Background: an optimization exercise with open tools, aiming at a short achievable clock period and few clock cycles per item. Do not read the settings as production practice. Where RTL was checked, it was by simulation tests only, not by an equivalence proof against the original. Power and IR drop assume default switching activity.

==> inputs of trial 1 <==
## cpu_top
module cpu_top
(
    input  logic              clk,
    input  logic              rst_n,
    output logic              wb_cyc,
    output logic              wb_stb,
    output logic              wb_we,
    output logic [data_w-1:0] wb_adr,
    output logic [data_w-1:0] wb_dat_o,
    input  logic [data_w-1:0] wb_dat_i,
    input  logic              wb_ack,
    output logic              halted,
    output logic [flag_w-1:0] status_flags
);
export LEC_CHECK = 0
export CAP_MARGIN = 20
export CELL_PAD_IN_SITES_DETAIL_PLACEMENT = 1
export CELL_PAD_IN_SITES_GLOBAL_PLACEMENT = 2
export CORE_MARGIN = 2
export CORE_UTILIZATION = 30
export SLEW_MARGIN = 20
create_clock -name core_clock -period 9.0 [get_ports {clk}]
standard.sh (not shown) runs the stock make flow with config.mk's settings and CLKGATE_MAP_FILE= SYNTH_SCRIPT=/design/flow/synth_recipe.tcl, a recipe that flattens the netlist after the stock synthesis.
==> flow/flow/run.sh <==
#!/bin/bash
set -euo pipefail
bash standard.sh SETUP_SLACK_MARGIN=6.5 finish > standard_flow.log 2>&1
==> inputs of trial 24, as changes to trial 1 <==
--- a/flow/design.v
+++ b/flow/design.v
@@ -153,34 +153,32 @@
         d_use_rn = d_op[op_a_rn_bit];
         d_use_rm = d_op[op_b_rm_bit];
     end
     logic                  v_e;
     logic                  e_we;        
     logic                  e_mem, e_store, e_load, e_cmp, e_hlt;
     logic [reg_addr_w-1:0] e_wreg;
     logic [reg_addr_w-1:0] e_rd;
-    logic                  e_P, e_sub;
+    logic                  e_P, e_logic, e_sub;
     logic [1:0]            e_lop;
     logic [data_w-1:0]     e_a, e_b, e_s;
-    logic                  e_sel_add, e_sel_sub, e_sel_log;
-    logic [data_w:0]   add_w, sub_w;
+    logic [data_w-1:0] b_eff;
+    logic [data_w:0]   sum_w;
+    logic [data_w-1:0] sum;
     logic [data_w-1:0] lres;
     logic [data_w-1:0] e_wval;
-    logic [data_w-1:0] e_off;
     logic [data_w-1:0] e_addr;
-    assign add_w  = {1'b0, e_a} + {1'b0, e_b};
-    assign sub_w  = {1'b0, e_a} + {1'b0, ~e_b} + {{data_w{1'b0}}, 1'b1};
+    assign b_eff  = e_b ^ {data_w{e_sub}};
+    assign sum_w  = {1'b0, e_a} + {1'b0, b_eff} + {{data_w{1'b0}}, e_sub};
+    assign sum    = sum_w[data_w-1:0];
     assign lres   = (e_lop == 2'd0) ? (e_a & e_b) :
                     (e_lop == 2'd1) ? (e_a | e_b) : (e_a ^ e_b);
-    assign e_wval = ({data_w{e_sel_add}} & add_w[data_w-1:0]) |
-                    ({data_w{e_sel_sub}} & sub_w[data_w-1:0]) |
-                    ({data_w{e_sel_log}} & lres);
-    assign e_off  = e_sub ? sub_w[data_w-1:0] : add_w[data_w-1:0];
-    assign e_addr = e_P ? e_off : e_a;
+    assign e_wval = e_logic ? lres : sum;
+    assign e_addr = e_P ? sum : e_a;
     logic                  w_we;
     logic [reg_addr_w-1:0] w_reg;
     logic [data_w-1:0]     w_val;
     always_ff @(posedge clk or negedge rst_n) begin
         if (!rst_n) begin
             w_we <= 1'b0;
         end else begin
             w_we <= v_e & e_we;
@@ -280,19 +278,17 @@
                 stop <= 1'b1;
             end
         end
     end
     always_ff @(posedge clk) begin
         e_wreg  <= d_mem ? d_rn : d_rd;
         e_rd    <= d_rd;
         e_P     <= ir_d[12];
-        e_sel_log <= d_logic;
-        e_sel_add <= ~d_logic & ~d_sub;
-        e_sel_sub <= ~d_logic & d_sub;
+        e_logic <= d_logic;
         e_lop   <= d_lop;
         e_sub   <= d_sub;
         e_a     <= a_fwd ? e_wval : a_rest;
         e_b     <= b_fwd ? e_wval : b_rest;
         e_s     <= hit_e_d ? e_wval : old_d;
     end
     logic d_take;
     assign d_take = ~v_d | d_go;
@@ -351,27 +347,19 @@
                 mq_adr[1] <= e_addr;
                 mq_dat[1] <= e_s;
                 mq_st[1]  <= e_store;
                 mq_rd[1]  <= e_rd;
             end
         end
     end
     logic hlt_pend;
-    logic [2:0] occ;
-    logic       fetch_ok, fetch_go;
-    assign fetch_ok = ~stop & (occ < 3'(fq_cap));
-    assign fetch_go = free & (mq_cnt == 0) & ~ex_req & fetch_ok;
-    always_ff @(posedge clk or negedge rst_n) begin
-        if (!rst_n) begin
-            occ <= '0;
-        end else begin
-            occ <= occ + {2'b0, fetch_go} - {2'b0, d_go};
-        end
-    end
+    logic fetch_ok;
+    assign fetch_ok = ~stop &
+                      (({2'b0, v_d} + {1'b0, fq_cnt} + {2'b0, fwv} + {2'b0, bus_f}) < fq_cap[fq_w+1:0]);
     logic halt_now;
     assign halt_now = (hlt_pend | (v_e & e_hlt)) & (mq_cnt == 0) & free;
     always_ff @(posedge clk or negedge rst_n) begin
         if (!rst_n) begin
             mq_cnt   <= '0;
             bus_f    <= 1'b0;
             bus_l    <= 1'b0;
             bus_s    <= 1'b0;
@@ -433,17 +421,29 @@
                 adr_o  <= e_addr;
                 dat_o  <= e_s;
                 bus_rd <= e_rd;
             end else begin
                 adr_o  <= pc_f;
             end
         end
     end
+    logic [data_w-1:0] cmp_res;
+    logic              cmp_c, cmp_v, cmp_new;
+    always_ff @(posedge clk) begin
+        if (v_e & e_cmp) begin
+            cmp_res <= sum;
+            cmp_c   <= sum_w[data_w];
+            cmp_v   <= (e_a[data_w-1] == b_eff[data_w-1]) & (sum[data_w-1] != e_a[data_w-1]);
+        end
+    end
     always_ff @(posedge clk or negedge rst_n) begin
         if (!rst_n) begin
+            cmp_new      <= 1'b0;
             status_flags <= '0;
-        end else if (v_e & e_cmp) begin
-            status_flags <= {sub_w[data_w-1], (e_a == e_b), sub_w[data_w],
-                             (e_a[data_w-1] != e_b[data_w-1]) & (sub_w[data_w-1] != e_a[data_w-1])};
+        end else begin
+            cmp_new <= v_e & e_cmp;
+            if (cmp_new) begin
+                status_flags <= {cmp_res[data_w-1], (cmp_res == '0), cmp_c, cmp_v};
+            end
         end
     end
 endmodule
==> flow/run.sh (new file) <==
#!/bin/bash
# synth_recipe.tcl (not shown) runs the flow's synth.tcl, then flattens the netlist and writes it again
# the make line also repeats each setting of config.mk as NAME=value (left out here)
make -C /OpenROAD-flow-scripts/flow DESIGN_CONFIG=/design/flow/config.mk WORK_HOME=/design/flow/orfs CLKGATE_MAP_FILE= SYNTH_SCRIPT=/design/flow/synth_recipe.tcl finish
SETUP_SLACK_MARGIN = 5   (was unset)
removed: flow/flow/run.sh
removed: flow/standard.sh
==> notes <==
Of trial 24 and trial 1, trial 1 has the higher synthesized cell count (gap 1.3%, measured against trial 1).
Against trial 24, the combinational power of trial 1 is larger by about 28%.
Clock skew: trial 1 is higher than trial 24 (3.7 ps).
Of trial 1 and trial 24, trial 24 has the higher sequential share of layout area (gap 6.0 points).
==> figures <==
Clock group: trial 24 6220 uW; trial 1 5900 uW
Clk_buf instances: trial 24 188; trial 1 187
Floorplan die height: trial 24 467 um; trial 1 463 um
Last weighted congestion value of the routability-driven placer: trial 24 0.974; trial 1 0.881
Status: trial 24 no timing/DRC/antenna violations; trial 1 no timing/DRC/antenna violations
Parity-gate share of the synthesized area counting xor and xnor cells: trial 24 0.0181; trial 1 0.0141
Longest individual stage delay on the worst path: trial 24 760 ps; trial 1 430 ps
Clock sink count: trial 24 1,187; trial 1 1,157
Worst hold slack after final layout: trial 24 334 ps; trial 1 360 ps
Post-Route Utilization: trial 24 0.351; trial 1 0.401
Testbench counts of trial 24, summed over its fixed seeds: cycles 15,241, instrs 12,646.
No functional check of the RTL was part of trial 1.

========
==> inputs of trial 43 <==
cpu_top, a different RTL version from the one above (not shown whole).
clock: 9.0 ns
lec_check: 0
cap_margin: 20
cell_pad_in_sites_detail_placement: 1
cell_pad_in_sites_global_placement: 2
core_margin: 2
core_utilization: 40
cts_cluster_diameter: 80
cts_cluster_size: 20
slew_margin: 20
==> flow/flow/run.sh <==
#!/bin/bash
set -euo pipefail
bash standard.sh SETUP_SLACK_MARGIN=6.5 finish > standard_flow.log 2>&1
==> build 65 (differences from trial 43) <==
--- a/flow/design.v
+++ b/flow/design.v
@@ -90,18 +90,18 @@
     input  logic [data_w-1:0] wb_dat_i,
     input  logic              wb_ack,
     output logic              halted,
     output logic [flag_w-1:0] status_flags
 );
     localparam int fq_n   = 8;
     localparam int fq_w   = 3;   
     localparam int fq_cap = fq_n + 1;
-    localparam int mq_n   = 2;
-    localparam int mq_w   = 1;   
+    localparam int mq_n   = 4;
+    localparam int mq_w   = 2;   
     logic                  bus_f;       
     logic                  bus_d;       
     logic                  cyc_o;
     logic                  we_o;
     logic [data_w-1:0]     adr_o;
     logic [data_w-1:0]     dat_o;
     logic [data_w-1:0]     pc_f;        
     assign wb_cyc   = cyc_o;
==> summary.txt <==
### Run status
- finished clean — result of the run

### Finish
- 3.968% — clock buffer and inverter area fraction after layout

### Pwr
- 31.6% — combinational share of power
- 221.8 nW/um^2 — power density relative to cell area
- 9.37 mW — sequential cell power
- 0.1641 mV — peak supply drop
- 6.98 mW — combinational cell power

### Worst setup path
- cyc_o — beginning of the critical path
- 0.38 ns — crit-path max cell delay

### Floorplanning
- 201700 um^2 — area of the die

### Route
- 165600 um — WL met2

### Yosys
- 12.09 um^2 — average footprint of a synthesized cell

the above is filed under build 65

==> summary.txt <==
### Pwr
- 8.48 mW — sequential cell power
- 18.90 mW — final total power
- 4.94 mW — combinational cell power
- 211.4 nW/um^2 — power density relative to cell area
- 26.2% — combinational share of power
- 0.1883 mV — peak supply drop

### STA
- 0 — Final Max Slew Viols
- 0.05552 ns — Clock Skew

### Yosys
- 11.98 um^2 — average footprint of a synthesized cell

### Worst setup path
- adr_o[31] — beginning of the critical path
- 0.42 ns — crit-path max cell delay

### Floorplanning
- 182700 um^2 — area of the die

### Finish
- 37.00% — multi-input logic portion of the cell area
- 4.265% — clock buffer and inverter area fraction after layout

### Run status
- finished clean — result of the run

### Route
- 144800 um — WL met2
- met5 — highest routed layer

the above is filed under trial 43

Testbench counts of trial 43, summed over its fixed seeds: cycles 15,354, instrs 12,646.
Testbench counts of build 65, summed over its fixed seeds: cycles 15,331, instrs 12,646.

## afterwards: timing with drivers on the ports
In the flow no input, the clock included, has a driving cell. The finished layouts below were timed again as built, in two steps. Step 1 assumes that a clkbuf_16 drives the clock port and a buf_2 every other input. Step 2 adds t to the input delays and takes it off the output delays; t is the mean of the earliest and latest rising clock arrival at the registers after step 1. Input paths then give back, and output paths get back, about the clock's delay inside the block. Slacks: no drivers / after step 1 / after step 2; pairs: no drivers / after step 1.
| run | t, ns | setup WS [ns] | slew at the worst register clock pin (ns) |
|---|---|---|---|
| trial 1 | 0.926 | 5.419 / 5.419 / 5.318 | 0.07 / 0.07 |
| trial 24 | 0.924 | 4.848 / 4.848 / 4.393 | 0.07 / 0.07 |
| trial 43 | 0.891 | 5.870 / 5.780 / 5.636 | 0.10 / 0.10 |
| build 65 | 0.909 | 5.860 / 5.777 / 5.575 | 0.09 / 0.09 |
After both steps every run listed still meets setup and hold. The setup slack of trial 24, which loses most, moves by 0.000 ns with the drivers and by -0.455 ns with both steps.
